From an optimization exercise on the open Yosys and OpenROAD flow, aimed at small area, a short achievable clock period and few clock cycles per item; shortcuts taken in it are not production practice. The RTL was checked by simulation tests, not by an equivalence proof against the original design. Power figures rest on the tool's default switching activity, not on a simulated workload.

## instr_mem_sync
module instr_mem_sync #(
    parameter int                DATA_W         = 32,
    parameter int                ADDR_W         = 8,
    parameter int                DEPTH          = 64,
    parameter logic [DATA_W-1:0] DEFAULT_INSTR  = DATA_W'(imem_pkg::NOP_INSTR),
    parameter bit                CLEAR_ON_RESET = 1'b1
) (
    input  logic              clk,
    input  logic              rst_n,
    output logic              init_done,
    input  logic              fetch_req,
    input  logic [ADDR_W-1:0] fetch_addr,
    output logic              fetch_ready,
    output logic [DATA_W-1:0] rdata,
    output logic              rvalid,
    output logic              fetch_err,
    input  logic              prog_we,
    input  logic [ADDR_W-1:0] prog_addr,
    input  logic [DATA_W-1:0] prog_wdata,
    output logic              prog_ack
);
    logic       init_q;       
    logic       clr_q;        
    logic       rdy_q;        
    logic [2:0] off_q;        
    logic [7:0] offoh_q;      
    logic [2:0] wpos_q;       
    logic [7:0] ins_q;        
    logic       ack_q;
    logic       v1_q, e1_q;   
    logic [7:0] rring_q, rpos_q;
    logic       rvalid_q, err_q;
    logic [DATA_W-1:0] rdata_q;
    logic [DATA_W-1:0] ram_rdata, din;
    logic       fetch_acc, fetch_al, prog_al, prog_go, prog_hit;
    logic [7:0] rpos_oh;
    logic [2:0] fetch_i, prog_i;
    assign fetch_acc = fetch_req && rdy_q;
  ...
Size in the first run: ~4200 cells after synthesis, about 2100 flip-flops, roughly 89 I/O pins, ~0.058 mm^2 of cells after synthesis.
Settings: LEC_CHECK=0, CAP_MARGIN=20, CORE_MARGIN=2, CORE_UTILIZATION=65, CTS_CLUSTER_DIAMETER=60, CTS_CLUSTER_SIZE=30, PLACE_DENSITY=0.75, SETUP_SLACK_MARGIN=1.2, SLEW_MARGIN=20; clock period 3.1 ns.
run.sh (not shown) runs the stock make flow with config.mk's settings and CLKGATE_MAP_FILE= SYNTH_SCRIPT=/design/flow/synth_recipe.tcl, a recipe that flattens the netlist after the stock synthesis.
The starting point produced a clean layout.
Testbench counts at the start, summed over its fixed seeds: cycles 13,090, items 12,000.
Change:
- CTS_CLUSTER_DIAMETER: 60 -> not set
- CTS_CLUSTER_SIZE: 30 -> not set
=> Final cell count climbs by 3.1%; count of clock-buffer cells in the layout is higher by 166; global-route usage went up by 1.2 points; clock power went up by 54%; synthesized cell count does not change; power went up by 19%; critical path depth falls by 5; wire length rises by 3.2%; worst hold slack degrades by 0.076 ns; via count goes up by 2.7%.
Change:
- CTS_CLUSTER_DIAMETER: not set -> 60
- CTS_CLUSTER_SIZE: not set -> 24
Outcome:
- clock power fell by well over a third
- hold slack gets better by 0.091 ns
- via count came out lower by a few percent
- die area does not change
- wire length went down by a few percent
Change:
- CTS_CLUSTER_DIAMETER: 60 -> not set
- CTS_CLUSTER_SIZE: 24 -> not set
- SETUP_SLACK_MARGIN: 1.2 -> 1.5
First-iteration DRC count increases by well over a third.
Non-clock buffer count increases by 207.
Maximum frequency decreases by roughly a tenth.
Synthesized area does not change.
Global-route usage increases by 11 points.
Clock-buffer cell count increases by 161.
Utilization increases by 11 points.
Hold slack gets worse by 0.080 ns.
Total power increases by about a fifth.
Change:
==> flow/flow/run.sh (new file) <==
#!/bin/bash
# The standard layout, with clock tree synthesis told not to add dummy loads.
set -euo pipefail
export CTS_ARGS="-sink_clustering_enable -repair_clock_nets -sink_clustering_size 24 -sink_clustering_max_diameter 60 -dont_use_dummy_load"
bash standard.sh > standard_flow.log 2>&1
==> flow/standard.sh (new file) <==
#!/bin/bash
# synth_recipe.tcl (not shown) runs the flow's synth.tcl, then flattens the netlist and writes it again
# the make line also repeats each setting of config.mk as NAME=value (left out here)
make -C /OpenROAD-flow-scripts/flow DESIGN_CONFIG=/design/flow/config.mk WORK_HOME=/design/flow/orfs CLKGATE_MAP_FILE= SYNTH_SCRIPT=/design/flow/synth_recipe.tcl "${@:-finish}"
- CTS_CLUSTER_DIAMETER: not set -> 60
- CTS_CLUSTER_SIZE: not set -> 24
- SETUP_SLACK_MARGIN: 1.5 -> 1.2
removed: flow/run.sh
=> Final area falls by 14%. Hold slack gets better by 0.076 ns. Worst setup slack gains 0.17 ns. Maximum frequency climbs by 8.5%. Die area is unchanged. Cell count decreases by about 7%. Via count falls by about 16%. Clock-buffer cell count came out lower by 175. Total power fell by 19%. Synthesized area stays the same. Global-route usage decreases by 11 points.
Change:
==> flow/run.sh (new file) <==
#!/bin/bash
# synth_recipe.tcl (not shown) runs the flow's synth.tcl, then flattens the netlist and writes it again
# the make line also repeats each setting of config.mk as NAME=value (left out here)
make -C /OpenROAD-flow-scripts/flow DESIGN_CONFIG=/design/flow/config.mk WORK_HOME=/design/flow/orfs CLKGATE_MAP_FILE= SYNTH_SCRIPT=/design/flow/synth_recipe.tcl finish
- SETUP_SLACK_MARGIN: 1.2 -> 1.3
removed: flow/flow/run.sh
removed: flow/standard.sh
Effect: The new run went through all stages and came out clean. Flip-flop and latch count is unchanged. Utilization grows by 4.0 points. Hold slack is worse by 0.011 ns. Cell area climbs by a few percent. Die area is unchanged. Worst setup slack loses 0.044 ns. Power increases by a few percent.

========
Another version of the RTL of instr_mem_sync (not shown whole).
For scale: roughly 4300 cells after synthesis, ~89 I/O pins.
make LEC_CHECK=0 CAP_MARGIN=20 CORE_MARGIN=2 CORE_UTILIZATION=40 SETUP_SLACK_MARGIN=1.5 SLEW_MARGIN=20 finish   # period 3.1 ns
Stock flow here: none of the scripts above is used.
The starting point finished with timing, DRC and antenna clean.
Testbench counts at the start, summed over its fixed seeds: cycles 13,090, items 12,000.
Edit:
SETUP_SLACK_MARGIN = 0.7   (was 1.5)
Setup slack loses 0.19 ns.
Die area is unchanged.
Power fell by 1.1%.
Synthesized area does not change.
Routed wire length is lower by 22%.
Cell count goes down by 3.6%.
Non-clock buffer count shrinks by 247.
Edit:
CORE_UTILIZATION = 65   (was 40)
PLACE_DENSITY = 0.75   (was unset)
Outcome: Final area falls by 2.5%; utilization goes up by 28 points; first-iteration DRC count climbs by 9.2%; clock power went down by about 4%; critical path depth stays the same; routed wire length came out lower by 4.2%.

========
Setup of run 1:
The RTL this note starts from:
==> flow/design.v <==
package imem_pkg;
    localparam logic [31:0] NOP_INSTR = 32'h00000013;
    typedef enum logic {
        INIT,
        READY
    } state_t;
    typedef enum logic [1:0] {
        RD_ZERO,
        RD_RAM,
        RD_DFLT
    } rd_src_t;
    function automatic logic [31:0] word_index(input logic [31:0] addr);
        word_index = addr >> 2;
    endfunction
    function automatic logic addr_ok(input logic [31:0] addr, input logic [31:0] depth);
        addr_ok = (addr[1:0] == 2'b00) && (word_index(addr) < depth);
    endfunction
endpackage
module imem_ram #(
    parameter int DATA_W = 32
) (
    input  logic                clk,
    input  logic [7:0]          ins,      
    input  logic [DATA_W-1:0]   din,
    input  logic [7:0]          rring,    
    input  logic [7:0]          rpos,     
    output logic [DATA_W-1:0]   rdata     
);
    logic [8*DATA_W-1:0] ring_q [8];
    logic [DATA_W-1:0]   ring_rd [8];
    for (genvar r = 0; r < 8; r++) begin : g_ring
        logic [8*DATA_W-1:0] q;
        always_ff @(posedge clk) begin
            q <= {q[7*DATA_W-1:0], ins[r] ? din : q[8*DATA_W-1 -: DATA_W]};
        end
        always_comb begin
            ring_rd[r] = '0;
            for (int p = 0; p < 8; p++) begin
                ring_rd[r] = ring_rd[r] | (q[p*DATA_W +: DATA_W] & {DATA_W{rpos[p]}});
            end
        end
    end
    always_comb begin
        rdata = '0;
        for (int r = 0; r < 8; r++) begin
            rdata = rdata | (ring_rd[r] & {DATA_W{rring[r]}});
        end
    end
endmodule
module instr_mem_sync #(
    parameter int                DATA_W         = 32,
    parameter int                ADDR_W         = 8,
    parameter int                DEPTH          = 64,
    parameter logic [DATA_W-1:0] DEFAULT_INSTR  = DATA_W'(imem_pkg::NOP_INSTR),
    parameter bit                CLEAR_ON_RESET = 1'b1
) (
    input  logic              clk,
    input  logic              rst_n,
    output logic              init_done,
    input  logic              fetch_req,
    input  logic [ADDR_W-1:0] fetch_addr,
    output logic              fetch_ready,
    output logic [DATA_W-1:0] rdata,
    output logic              rvalid,
    output logic              fetch_err,
    input  logic              prog_we,
    input  logic [ADDR_W-1:0] prog_addr,
    input  logic [DATA_W-1:0] prog_wdata,
    output logic              prog_ack
);
    logic       init_q;       
    logic       rdy_q;        
    logic [2:0] off_q;        
    logic [7:0] offoh_q;      
    logic [2:0] wpos_q;       
    logic [7:0] ins_q;        
    logic       ack_q;
    logic       v1_q, e1_q;   
    logic [7:0] rring_q, rpos_q;
    logic       rvalid_q, err_q;
    logic [DATA_W-1:0] rdata_q;
    logic [DATA_W-1:0] ram_rdata, din;
    logic       fetch_acc, fetch_al, prog_al, prog_go, prog_hit;
    logic [7:0] rpos_oh;
    logic [2:0] fetch_i, prog_i;
    assign fetch_acc = fetch_req && rdy_q;
    assign fetch_al  = (fetch_addr[1:0] == 2'b00);
    assign prog_al   = (prog_addr[1:0] == 2'b00);
    assign prog_go   = prog_we && init_q && !ack_q;
    assign fetch_i   = {fetch_addr[3:2], fetch_addr[7]};
    assign prog_i    = {prog_addr[3:2], prog_addr[7]};
    assign prog_hit  = (prog_i == wpos_q);
    always_comb begin
        for (int k = 0; k < 8; k++) begin
            rpos_oh[k] = offoh_q[3'(fetch_i + 3'(k))];
        end
    end
    always_ff @(posedge clk or negedge rst_n) begin
        if (!rst_n) begin
            init_q   <= ~CLEAR_ON_RESET;
            rdy_q    <= ~CLEAR_ON_RESET;
            off_q    <= 3'd0;
            offoh_q  <= 8'b0000_0010;
            wpos_q   <= 3'd2;
            ins_q    <= {8{CLEAR_ON_RESET}};
            ack_q    <= 1'b0;
            v1_q     <= 1'b0;
            e1_q     <= 1'b0;
            rvalid_q <= 1'b0;
            err_q    <= 1'b0;
        end else begin
            off_q    <= off_q + 3'd1;
            offoh_q  <= {offoh_q[6:0], offoh_q[7]};
            wpos_q   <= wpos_q + 3'd1;
            rdy_q    <= init_q;
            if (!init_q) begin
                if (off_q == 3'd7) begin
                    init_q <= 1'b1;
                    ins_q  <= 8'd0;
                end
            end else begin
                for (int r = 0; r < 8; r++) begin
                    ins_q[r] <= prog_go && prog_al && prog_hit && (prog_addr[6:4] == 3'(r));
                end
            end
            ack_q    <= prog_go && (!prog_al || prog_hit);
            v1_q     <= fetch_acc;
            e1_q     <= fetch_acc && !fetch_al;
            rvalid_q <= v1_q;
            err_q    <= e1_q;
        end
    end
    always_ff @(posedge clk) begin
        for (int k = 0; k < 8; k++) begin
            rring_q[k] <= (fetch_addr[6:4] == 3'(k));
            rpos_q[k]  <= fetch_al && rpos_oh[k];
        end
        rdata_q <= ram_rdata | (e1_q ? DEFAULT_INSTR : '0);
    end
    assign din = init_q ? prog_wdata : DEFAULT_INSTR;
    imem_ram #(
        .DATA_W (DATA_W)
    ) u_ram (
        .clk   (clk),
        .ins   (ins_q),
        .din   (din),
        .rring (rring_q),
        .rpos  (rpos_q),
        .rdata (ram_rdata)
    );
    assign init_done   = rdy_q;
    assign fetch_ready = rdy_q;
    assign rdata       = rdata_q;
    assign rvalid      = rvalid_q;
    assign fetch_err   = err_q;
    assign prog_ack    = ack_q;
endmodule
Settings: LEC_CHECK=0, CAP_MARGIN=20, CORE_MARGIN=2, CORE_UTILIZATION=65, CTS_CLUSTER_DIAMETER=60, CTS_CLUSTER_SIZE=24, PLACE_DENSITY=0.75, SETUP_SLACK_MARGIN=1.35, SLEW_MARGIN=20; clock period 3.1 ns.
Testbench counts of run 1, summed over its fixed seeds: cycles 13,082, items 12,000.
### run 1 -> run 2
Settings: SETUP_SLACK_MARGIN now 1.3, was 1.35.
Findings:
Run 1 → run 2: routed wire length shrank by 3.8%; final core area utilization shrank by 1.1 points.
The higher global-route track usage on met3 came out of run 1.
Comparing run 1 against run 2, there is no change at all in simple logic cell fraction of the synthesized area.
Run 2 vs run 1: number of vias after detailed routing down in run 2
The hold slack of run 1 and that of run 2 are within noise of each other.
Worst setup slack (run 2 over run 1): increase, 15 ps
From run 1 to run 2 the numbers moved as follows: filler cell count went up 3.4%; fraction of final layout cells with drive strength greater than 1 now sits lower.
Relative to run 2, the following input files were edited for run 3:
Settings: a change of SETUP_SLACK_MARGIN from 1.3 to 1.25.
==> comparison <==
Diff run 2 -> run 3: routed wire length now smaller; residual antenna-violating net count after detailed routing comparable; number of clock-tree buffers in the layout now smaller. On cell area: run 3 sits below run 2. Taking run 2 as the reference point, the proportion of cell area occupied by registers of run 3 rises by 0.44 points. As far as final cell count is concerned, run 2 and run 3 perform about the same. Taking run 2 as the reference, in run 3 switching share of total power stayed essentially flat; layout filler cell count rose by 0.81%; utilization fell by 0.50 points. For run 3, the capture point of the worst path was u_ram.g_ring[5].q[20], unlike run 2, where it was fetch_ready.

========
instr_mem_sync with an RTL version that a note above also has.
Size: about 4,200 cells after synthesis, about 2,100 flip-flops, roughly 89 I/O pins.
==> flow/config.mk <==
export PLATFORM = sky130hd
export DESIGN_NAME = instr_mem_sync
export DESIGN_NICKNAME = instr_mem_sync
export VERILOG_FILES = /design/flow/design.v
export SDC_FILE = /design/flow/constraint.sdc
export NUM_CORES = 4
export LEC_CHECK = 0
export CAP_MARGIN = 20
export CORE_MARGIN = 2
export CORE_UTILIZATION = 65
export CTS_CLUSTER_DIAMETER = 60
export CTS_CLUSTER_SIZE = 24
export PLACE_DENSITY = 0.75
export SETUP_SLACK_MARGIN = 1.1
export SLEW_MARGIN = 20
==> flow/constraint.sdc <==
create_clock -name core_clock -period 3.1 [get_ports {clk}]
set_input_delay 0.6200 -clock core_clock [delete_from_list [all_inputs] [get_ports {clk}]]
set_output_delay 0.6200 -clock core_clock [all_outputs]
set_load 0.01 [all_outputs]
Testbench counts at the start, summed over its fixed seeds: cycles 13,090, items 12,000.
Next try:
- CTS_BUF_LIST: unset -> sky130_fd_sc_hd__clkbuf_8
- CTS_CLUSTER_DIAMETER: 60 -> unset
- CTS_CLUSTER_SIZE: 24 -> unset
- SETUP_SLACK_MARGIN: 1.1 -> 1.2
Result: Worst setup slack got worse by 0.12 ns. Power rises by 12%. Sequential power hardly moves. Cell area rises by about 5%. Die area does not change. Wire length rises by about 5.4%. Non-clock buffer count rises by 39.

========
Starting RTL as in the previous note.
Settings: LEC_CHECK=0, CAP_MARGIN=20, CORE_MARGIN=2, CORE_UTILIZATION=75, CTS_CLUSTER_DIAMETER=60, CTS_CLUSTER_SIZE=24, PLACE_DENSITY=0.85, SETUP_SLACK_MARGIN=1.2, SLEW_MARGIN=20; clock period 3.1 ns.
The starting point ran to the end with no violations.
Testbench counts at the start, summed over its fixed seeds: cycles 13,090, items 12,000.
Rerun with:
Settings changed: CORE_UTILIZATION 75 to 65, PLACE_DENSITY 0.85 to 0.75, SETUP_SLACK_MARGIN 1.2 to 1.25.
After rerunning: Worst hold slack degrades by 0.024 ns; routed wire length decreases by 3.6%; cell area went up by 1.1%; via count decreases by 4.1%; global-route usage shrinks by 5.4 points.

port drivers added, routing unchanged:
Ports are ideal in the flow. The routed layouts listed here were re-timed in OpenROAD. Step 1 sets driving cells, clkbuf_16 on the clock port and buf_2 on the other inputs (assumed; they add their load-dependent delay and slew). Step 2 adds t to the input delays and takes it off the output delays; t is the mean of the earliest and latest rising clock arrival at the registers after step 1. Input paths then give back, and output paths get back, about the clock's delay inside the block. Slacks: ideal ports / drivers / drivers and shift; pairs: ideal ports / drivers.
run	t (ns)	setup WS [ns]	worst setup path at the end	latest minus earliest clock arrival (ns)	slew at the worst register clock pin (ns)
the first run of note 1	0.764	1.177 / 1.119 / 0.544	input to register	0.033 / 0.033	0.11 / 0.11
the second run of note 1	0.859	1.126 / 1.054 / 0.526	input to register	0.032 / 0.031	0.07 / 0.07
the third run of note 1	0.747	1.190 / 1.126 / 0.658	input to register	0.038 / 0.038	0.09 / 0.09
the fourth run of note 1	0.873	0.980 / 0.980 / 0.786	input to register	0.051 / 0.051	0.09 / 0.09
the fifth run of note 1	0.723	1.147 / 1.137 / 0.700	input to register	0.096 / 0.096	0.09 / 0.09
the sixth run of note 1	0.779	1.103 / 1.103 / 0.685	input to register	0.030 / 0.030	0.10 / 0.10
the first run of note 2	0.875	0.951 / 0.875 / 0.732	input to register	0.028 / 0.027	0.07 / 0.07
the second run of note 2	0.883	0.765 / 0.690 / 0.596	input to register	0.036 / 0.036	0.07 / 0.07
the third run of note 2	0.835	0.742 / 0.676 / 0.653	input to register	0.033 / 0.033	0.07 / 0.07
run 1	0.780	1.182 / 1.109 / 0.729	input to register	0.027 / 0.027	0.10 / 0.10
run 2	0.782	1.197 / 1.127 / 0.706	input to register	0.035 / 0.035	0.10 / 0.10
run 3	0.754	1.219 / 1.169 / 0.684	input to register	0.038 / 0.038	0.10 / 0.10
the first run of note 4	0.755	1.078 / 1.058 / 0.529	input to register	0.035 / 0.034	0.09 / 0.09
the second run of note 4	1.003	0.959 / 0.890 / 0.556	input to register	0.076 / 0.076	0.07 / 0.07
the first run of note 5	0.750	1.052 / 1.043 / 0.640	input to register	0.037 / 0.037	0.10 / 0.10
the second run of note 5	0.780	1.201 / 1.137 / 0.456	input to register	0.050 / 0.049	0.09 / 0.09
After both steps setup and hold are still met in every run listed. For the second run of note 5, which loses most, drivers alone change the setup slack by -0.064 ns; drivers and shift together by -0.745 ns.
